This is an optimization exercise on Yosys and OpenROAD, whose aim is small area, a short achievable clock period and few clock cycles per item, not a production implementation.
Function was checked by simulation only, so behaviour that the tests miss may differ from the original.

==> job 2156 <==
==> flow/design.v <==
`default_nettype none
package ple_pkg;
    localparam int ACTION_W = 3;
    localparam int VALUE_W  = 32;
    localparam int POS_W    = 8;
    localparam int STATUS_W = 2;
    localparam int CNT_W    = 5;
    localparam int DEPTH    = 16;
    localparam logic [ACTION_W-1:0] ACT_INS_FIRST = 3'd0;
    localparam logic [ACTION_W-1:0] ACT_INS_LAST  = 3'd1;
    localparam logic [ACTION_W-1:0] ACT_INS_AT    = 3'd2;
    localparam logic [ACTION_W-1:0] ACT_DEL_FIRST = 3'd3;
    localparam logic [ACTION_W-1:0] ACT_DEL_LAST  = 3'd4;
    localparam logic [ACTION_W-1:0] ACT_DEL_AT    = 3'd5;
    localparam logic [ACTION_W-1:0] ACT_READ      = 3'd6;
    localparam logic [STATUS_W-1:0] ST_OK     = 2'd0;
    localparam logic [STATUS_W-1:0] ST_BADPOS = 2'd1;
    localparam logic [STATUS_W-1:0] ST_FULL   = 2'd2;
    localparam logic [STATUS_W-1:0] ST_EMPTY  = 2'd3;
endpackage
`default_nettype wire
`default_nettype none
module ple_cell (
    input  wire logic                       i_clk,
    input  wire logic                       i_en,
    input  wire logic                       i_sv,
    input  wire logic                       i_sl,
    input  wire logic                       i_sr,
    input  wire logic [ple_pkg::VALUE_W-1:0] i_vin,
    input  wire logic [ple_pkg::VALUE_W-1:0] i_left,
    input  wire logic [ple_pkg::VALUE_W-1:0] i_right,
    output logic [ple_pkg::VALUE_W-1:0]      o_raw
);
    localparam int W = ple_pkg::VALUE_W;
    logic [W-1:0] r_raw;
    always_ff @(posedge i_clk) begin
        if (i_en) begin
            r_raw <= ~(({W{i_sv}} & i_vin) | ({W{i_sl}} & i_left) | ({W{i_sr}} & i_right));
        end
    end
    assign o_raw = r_raw;
endmodule
`default_nettype wire
`default_nettype none
module ple_ctrl (
    input  wire logic                        i_valid,
    input  wire logic [ple_pkg::ACTION_W-1:0] i_action,
    input  wire logic [ple_pkg::POS_W-1:0]    i_position,
    input  wire logic [ple_pkg::DEPTH-1:0]    i_cnt_gt,
    input  wire logic                         i_inc,
    input  wire logic                         i_dec,
    output logic [ple_pkg::DEPTH-1:0]         o_pos_le,
    output logic [6:0]                        o_act,       
    output logic                              o_is_ins,
    output logic                              o_ok_first,
    output logic                              o_ok_last,
    output logic                              o_ok_at,
    output logic                              o_le_n,      
    output logic                              o_le_n1,     
    output logic [ple_pkg::DEPTH-1:0]         o_rsel,
    output logic                              o_ins_ok,
    output logic                              o_del_ok
);
    localparam int D = ple_pkg::DEPTH;
    logic         w_ins_first, w_ins_last, w_ins_at;
    logic         w_del_first, w_del_last, w_del_at;
    logic         w_read;
    logic [D:0]   w_pos_eq;       
    logic [D-1:0] w_cg;           
    logic         w_full;
    logic         w_empty;
    logic [D:0]   w_v_le_n;       
    logic [D:0]   w_v_le_n1;      
    logic [D:0]   w_v_ins;        
    logic [D:0]   w_v_at;         
    assign w_ins_first = (i_action == ple_pkg::ACT_INS_FIRST);
    assign w_ins_last  = (i_action == ple_pkg::ACT_INS_LAST);
    assign w_ins_at    = (i_action == ple_pkg::ACT_INS_AT);
    assign w_del_first = (i_action == ple_pkg::ACT_DEL_FIRST);
    assign w_del_last  = (i_action == ple_pkg::ACT_DEL_LAST);
    assign w_del_at    = (i_action == ple_pkg::ACT_DEL_AT);
    assign w_read      = (i_action == ple_pkg::ACT_READ);
    for (genvar j = 0; j <= D; j++) begin : g_pos
        assign w_pos_eq[j] = (i_position == 8'(j + 1));
    end
    for (genvar j = 0; j < D; j++) begin : g_le
        assign o_pos_le[j] = |w_pos_eq[j:0];
    end
    always_comb begin
        if (i_inc) begin
            w_cg = {i_cnt_gt[D-2:0], 1'b1};
        end else if (i_dec) begin
            w_cg = {1'b0, i_cnt_gt[D-1:1]};
        end else begin
            w_cg = i_cnt_gt;
        end
    end
    assign w_full    = w_cg[D-1];
    assign w_empty   = !w_cg[0];
    assign w_v_le_n  = {1'b0, w_cg};
    assign w_v_le_n1 = {w_cg, 1'b1};
    assign w_v_ins   = w_v_le_n1 & {(D+1){!w_full}};
    assign w_v_at    = ({(D+1){w_ins_at}} & w_v_ins) | ({(D+1){w_del_at}} & w_v_le_n);
    assign o_le_n   = |(w_pos_eq & w_v_le_n);
    assign o_le_n1  = |(w_pos_eq & w_v_le_n1);
    assign o_ok_at  = i_valid & (|(w_pos_eq & w_v_at));
    assign o_ok_first = i_valid & ((w_ins_first & !w_full) | (w_del_first & !w_empty));
    assign o_ok_last  = i_valid & w_ins_last & !w_full;
    assign o_ins_ok = i_valid & (((w_ins_first | w_ins_last) & !w_full) |
                                 (w_ins_at & (|(w_pos_eq & w_v_ins))));
    assign o_del_ok = i_valid & (((w_del_first | w_del_last) & !w_empty) |
                                 (w_del_at & (|(w_pos_eq & w_v_le_n))));
    assign o_act    = {w_read, w_del_at, w_del_last, w_del_first, w_ins_at, w_ins_last, w_ins_first};
    assign o_is_ins = w_ins_first | w_ins_last | w_ins_at;
    assign o_rsel   = {D{w_read}} & w_pos_eq[D-1:0] & w_cg;
endmodule
`default_nettype wire
`default_nettype none
module positional_list_engine_core #(
    parameter int LIST_DEPTH = 16
) (
    input  wire logic                               i_clk,
    input  wire logic                               i_rst_n,
    input  wire logic                               i_in_valid,
    output logic                                    o_in_ready,
    input  wire logic [ple_pkg::ACTION_W-1:0]       i_action,
    input  wire logic signed [ple_pkg::VALUE_W-1:0] i_value,
    input  wire logic [ple_pkg::POS_W-1:0]          i_position,
    output logic                                    o_out_valid,
    input  wire logic                               i_out_ready,
    output logic [ple_pkg::STATUS_W-1:0]            o_status,
    output logic [ple_pkg::CNT_W-1:0]               o_element_count,
    output logic signed [ple_pkg::VALUE_W-1:0]      o_read_value
);
    localparam int D = ple_pkg::DEPTH;
    localparam int W = ple_pkg::VALUE_W;
    logic                          r_ready;
    logic                          r_ready_out;   
    logic                          r_a_valid;
    logic                          w_exec;
    logic [ple_pkg::CNT_W-1:0]     r_count;
    logic [D-1:0]                  r_cnt_gt;      
    logic [ple_pkg::CNT_W-1:0]     w_count_next;
    logic [D-1:0]                  w_cnt_gt_next;
    logic                          r_a_ins_ok;
    logic                          r_a_del_ok;
    assign w_exec = r_a_valid && r_ready;
    always_comb begin
        if (w_exec && r_a_ins_ok) begin
            w_count_next  = r_count + 5'd1;
            w_cnt_gt_next = {r_cnt_gt[D-2:0], 1'b1};
        end else if (w_exec && r_a_del_ok) begin
            w_count_next  = r_count - 5'd1;
            w_cnt_gt_next = {1'b0, r_cnt_gt[D-1:1]};
        end else begin
            w_count_next  = r_count;
            w_cnt_gt_next = r_cnt_gt;
        end
    end
    logic [D-1:0]                  w_pos_le;
    logic [6:0]                    w_act;
    logic                          w_is_ins;
    logic                          w_ok_first;
    logic                          w_ok_last;
    logic                          w_ok_at;
    logic                          w_le_n;
    logic                          w_le_n1;
    logic [D-1:0]                  w_rsel;
    logic                          w_ins_ok;
    logic                          w_del_ok;
    ple_ctrl u_ctrl (
        .i_valid    (i_in_valid),
        .i_action   (i_action),
        .i_position (i_position),
        .i_cnt_gt   (r_cnt_gt),
        .i_inc      (w_exec && r_a_ins_ok),
        .i_dec      (w_exec && r_a_del_ok),
        .o_pos_le   (w_pos_le),
        .o_act      (w_act),
        .o_is_ins   (w_is_ins),
        .o_ok_first (w_ok_first),
        .o_ok_last  (w_ok_last),
        .o_ok_at    (w_ok_at),
        .o_le_n     (w_le_n),
        .o_le_n1    (w_le_n1),
        .o_rsel     (w_rsel),
        .o_ins_ok   (w_ins_ok),
        .o_del_ok   (w_del_ok)
    );
    logic [D-1:0]                  r_a_pos_le;    
    logic [6:0]                    r_a_act;       
    logic                          r_a_is_ins;
    logic                          r_a_ok_first;  
    logic                          r_a_ok_last;   
    logic                          r_a_ok_at;     
    logic                          r_a_le_n;      
    logic                          r_a_le_n1;     
    logic [D-1:0]                  w_a_rsel;
    logic [W-1:0]                  r_a_val;
    always_ff @(posedge i_clk) begin
        if (r_ready) begin
            r_a_pos_le   <= w_pos_le;
            r_a_act      <= w_act;
            r_a_is_ins   <= w_is_ins;
            r_a_ok_first <= w_ok_first;
            r_a_ok_last  <= w_ok_last;
            r_a_ok_at    <= w_ok_at;
            r_a_le_n     <= w_le_n;
            r_a_le_n1    <= w_le_n1;
            r_a_ins_ok   <= w_ins_ok;
            r_a_del_ok   <= w_del_ok;
            r_a_val      <= i_value;
        end
    end
    logic                          w_a_full;
    logic                          w_a_empty;
    logic                          w_a_is_del;
    logic [ple_pkg::STATUS_W-1:0]  w_a_status;
    assign w_a_rsel   = {D{r_a_act[ple_pkg::ACT_READ]}} & r_a_pos_le & ~{r_a_pos_le[D-2:0], 1'b0} &
                        r_cnt_gt;
    assign w_a_full   = r_cnt_gt[D-1];
    assign w_a_empty  = !r_cnt_gt[0];
    assign w_a_is_del = r_a_act[ple_pkg::ACT_DEL_FIRST] || r_a_act[ple_pkg::ACT_DEL_LAST] ||
                        r_a_act[ple_pkg::ACT_DEL_AT];
    always_comb begin
        if (w_a_is_del && w_a_empty) begin
            w_a_status = ple_pkg::ST_EMPTY;
        end else if ((r_a_act[ple_pkg::ACT_INS_AT] && !r_a_le_n1) ||
                     ((r_a_act[ple_pkg::ACT_DEL_AT] || r_a_act[ple_pkg::ACT_READ]) && !r_a_le_n)) begin
            w_a_status = ple_pkg::ST_BADPOS;
        end else if (r_a_is_ins && w_a_full) begin
            w_a_status = ple_pkg::ST_FULL;
        end else begin
            w_a_status = ple_pkg::ST_OK;
        end
    end
    logic [W-1:0] w_raw [D];
    logic [W-1:0] w_rd;
    for (genvar k = 0; k < D; k++) begin : g_cell
        logic [W-1:0] w_left;
        logic [W-1:0] w_right;
        logic [W-1:0] w_vin;
        logic         w_en_k;
        logic         w_sv_k;
        logic         w_sl_k;
        assign w_vin  = (k % 2 == 1) ? r_a_val : ~r_a_val;
        assign w_en_k = w_exec && (r_a_ok_first || (r_a_ok_last && !r_cnt_gt[k]) ||
                                   (r_a_ok_at && r_a_pos_le[k]));
        if (k == 0) begin : g_first
            assign w_left = '0;
            assign w_sv_k = r_a_is_ins;
            assign w_sl_k = 1'b0;
        end else begin : g_mid_l
            logic w_at_k;
            assign w_at_k = r_a_pos_le[k] && !r_a_pos_le[k-1];
            assign w_left = w_raw[k-1];
            assign w_sv_k = r_a_act[ple_pkg::ACT_INS_LAST] || (r_a_act[ple_pkg::ACT_INS_AT] && w_at_k);
            assign w_sl_k = r_a_act[ple_pkg::ACT_INS_FIRST] || (r_a_act[ple_pkg::ACT_INS_AT] && !w_at_k);
        end
        if (k == D - 1) begin : g_last
            assign w_right = '0;
        end else begin : g_mid_r
            assign w_right = w_raw[k+1];
        end
        ple_cell u_cell (
            .i_clk   (i_clk),
            .i_en    (w_en_k),
            .i_sv    (w_sv_k),
            .i_sl    (w_sl_k),
            .i_sr    (!r_a_is_ins),
            .i_vin   (w_vin),
            .i_left  (w_left),
            .i_right (w_right),
            .o_raw   (w_raw[k])
        );
    end
    logic [D-1:0]                  r_e_rsel;
    logic                          r_h_valid;
    logic                          r_h_valid_out;  
    logic [ple_pkg::STATUS_W-1:0]  r_h_status;
    logic [ple_pkg::CNT_W-1:0]     r_h_count;
    logic [W-1:0]                  r_h_rd;
    logic                          r_s_valid;
    logic [ple_pkg::STATUS_W-1:0]  r_s_status;
    logic [ple_pkg::CNT_W-1:0]     r_s_count;
    logic                          w_h_load;
    assign w_h_load   = !r_h_valid || i_out_ready;
    always_comb begin
        w_rd = '0;
        for (int k = 0; k < D; k++) begin
            if (k % 2 == 1) begin
                w_rd = w_rd | ({W{r_e_rsel[k]}} & ~w_raw[k]);
            end else begin
                w_rd = w_rd | ({W{r_e_rsel[k]}} & w_raw[k]);
            end
        end
    end
    always_ff @(posedge i_clk) begin
        if (w_exec) begin
            r_s_status <= w_a_status;
            r_s_count  <= w_count_next;
        end
        if (w_h_load) begin
            r_h_status <= r_s_valid ? r_s_status : w_a_status;
            r_h_count  <= r_s_valid ? r_s_count : w_count_next;
            r_h_rd     <= w_rd;
        end
    end
    logic w_a_valid_n;
    logic w_h_valid_n;
    logic w_s_valid_n;
    assign w_a_valid_n = r_ready ? i_in_valid : r_a_valid;
    assign w_h_valid_n = w_h_load ? (r_s_valid || w_exec) : 1'b1;
    assign w_s_valid_n = w_h_load ? (r_s_valid && w_exec) : (r_s_valid || w_exec);
    always_ff @(posedge i_clk) begin
        if (i_rst_n && w_s_valid_n) begin
            r_e_rsel <= r_s_valid ? r_e_rsel : w_a_rsel;
        end else begin
            r_e_rsel <= r_ready ? w_rsel : w_a_rsel;
        end
    end
    always_ff @(posedge i_clk) begin
        if (!i_rst_n) begin
            r_a_valid <= 1'b0;
            r_h_valid <= 1'b0;
            r_h_valid_out <= 1'b0;
            r_s_valid <= 1'b0;
            r_ready   <= 1'b1;
            r_ready_out <= 1'b1;
            r_count   <= '0;
            r_cnt_gt  <= '0;
        end else begin
            r_a_valid <= w_a_valid_n;
            r_h_valid <= w_h_valid_n;
            r_h_valid_out <= w_h_load ? (r_s_valid || w_exec) : r_h_valid;
            r_s_valid <= w_s_valid_n;
            r_ready   <= !w_a_valid_n || !(w_h_valid_n && w_s_valid_n);
            r_ready_out <= !(w_a_valid_n && w_h_valid_n && w_s_valid_n);
            r_count   <= w_count_next;
            r_cnt_gt  <= w_cnt_gt_next;
        end
    end
    assign o_in_ready      = r_ready_out;
    assign o_out_valid     = r_h_valid_out;
    assign o_status        = r_h_status;
    assign o_element_count = r_h_count;
    assign o_read_value    = r_h_rd;
endmodule
`default_nettype wire
==> flow/run.sh <==
#!/bin/bash
# synth_recipe.tcl (not shown) runs the flow's synth.tcl, then flattens the netlist and writes it again
# the make line also repeats each setting of config.mk as NAME=value (left out here)
make -C /OpenROAD-flow-scripts/flow DESIGN_CONFIG=/design/flow/config.mk WORK_HOME=/design/flow/orfs CLKGATE_MAP_FILE= SYNTH_SCRIPT=/design/flow/synth_recipe.tcl finish
==> flow/config.mk <==
export PLATFORM = sky130hd
export DESIGN_NAME = positional_list_engine_core
export DESIGN_NICKNAME = positional_list_engine_core
export VERILOG_FILES = /design/flow/design.v
export SDC_FILE = /design/flow/constraint.sdc
export NUM_CORES = 4
export LEC_CHECK = 0
export CAP_MARGIN = 20
export CORE_MARGIN = 2
export CORE_UTILIZATION = 40
export CTS_CLUSTER_DIAMETER = 60
export CTS_CLUSTER_SIZE = 30
export SETUP_SLACK_MARGIN = 2.9
export SLEW_MARGIN = 20
==> flow/constraint.sdc <==
create_clock -name core_clock -period 5.2 [get_ports {i_clk}]
set_input_delay 1.0400 -clock core_clock [delete_from_list [all_inputs] [get_ports {i_clk}]]
set_output_delay 1.0400 -clock core_clock [all_outputs]
set_load 0.01 [all_outputs]
==> job 4129 (differences from job 2156) <==
- CTS_CLUSTER_DIAMETER: 60 -> unset
- CTS_CLUSTER_SIZE: 30 -> 25
==> job 8704 (differences from job 2156) <==
--- a/flow/design.v
+++ b/flow/design.v
@@ -174,6 +174,6 @@
         .i_position (i_position),
         .i_cnt_gt   (r_cnt_gt),
-        .i_inc      (w_exec && r_a_ins_ok),
-        .i_dec      (w_exec && r_a_del_ok),
+        .i_inc      (r_a_valid && r_a_ins_ok),
+        .i_dec      (r_a_valid && r_a_del_ok),
         .o_pos_le   (w_pos_le),
         .o_act      (w_act),
==> PnR_summary.wiki <==
{| class="wikitable"
! Metric !! Value
|-
| Cell variety after synth || 79
|-
| Critical-path cell with the highest stage delay || edfxtp_1
|-
| Number of cells on the worst reg-to-reg path || 9
|-
| Met2 wire len || 56,600 um
|-
| Startpoint of the lowest-slack hold path || r_s_count[1]
|-
| Clock latency on the worst-skew pair || 670 ps
|-
| Multi-input combinational cell count || 1,517
|-
| Filler cells || 6,949
|-
| Setup slack on the worst flop-to-flop path || 2770 ps
|-
| Run status || complete, no violations
|-
| Average footprint of a synthesized cell || 12.4 sq um
|}
# the run above: job 8704

==> PnR_summary.wiki <==
{| class="wikitable"
! Metric !! Value
|-
| Average footprint of a synthesized cell || 12.3 sq um
|-
| Run status || complete, no violations
|-
| Critical-path cell with the highest stage delay || buf_4
|-
| Setup slack on the worst flop-to-flop path || 2830 ps
|-
| Number of cells on the worst reg-to-reg path || 4
|-
| Met2 wire len || 56,600 um
|-
| Cell variety after synth || 71
|-
| Multi-input combinational cell count || 1,516
|-
| Startpoint of the lowest-slack hold path || r_s_count[1]
|}
# the run above: job 4129

==> PnR_summary.wiki <==
{| class="wikitable"
! Metric !! Value
|-
| Critical-path cell with the highest stage delay || or4_1
|-
| Max Cap Viol || 0
|-
| Initial DRT Pass Iterations || 13
|-
| Setup slack on the worst flop-to-flop path || 2730 ps
|-
| Inserted Clock Buffers || 51
|-
| Average footprint of a synthesized cell || 12.3 sq um
|-
| Filler cells || 6,875
|-
| Run status || complete, no violations
|-
| Cell variety after synth || 71
|-
| Overall via count from detail_route || 28.0k
|-
| Number of clock sinks seen by CTS || 664
|-
| Number of cells on the worst reg-to-reg path || 8
|-
| Multi-input combinational cell count || 1,516
|}
# the run above: job 2156

Testbench counts of job 2156, summed over its fixed seeds: cycles 24,016, items 24,000.
Testbench counts of job 4129, summed over its fixed seeds: cycles 24,016, items 24,000.
Testbench counts of job 8704, summed over its fixed seeds: cycles 24,016, items 24,000.

==> port drivers added, routing unchanged <==
No port has a modelled driver above. Below, the same layouts with a new extraction and two added sets of constraints.
Step 1, drivers: a clkbuf_16 drives i_clk and a buf_2 each remaining input, both assumed.
Step 2, shift: input delay + t, output delay - t, t = (earliest + latest rising clock arrival at the registers) / 2. This alone moves slack from input paths to output paths.
a / b / c = no drivers / after step 1 / after step 2; a / b = the first two.
run | shift t [ns] | slack for setup (ns) | worst setup path at the end
job 2156 | 0.717 | 2.733 / 2.733 / 2.223 | input to register
job 4129 | 0.700 | 2.827 / 2.800 / 2.225 | input to register
job 8704 | 0.719 | 2.768 / 2.768 / 2.135 | input to register
After both steps setup and hold are still met in every run listed. The setup slack of job 8704, which loses most, moves by 0.000 ns with the drivers and by -0.633 ns with both steps.
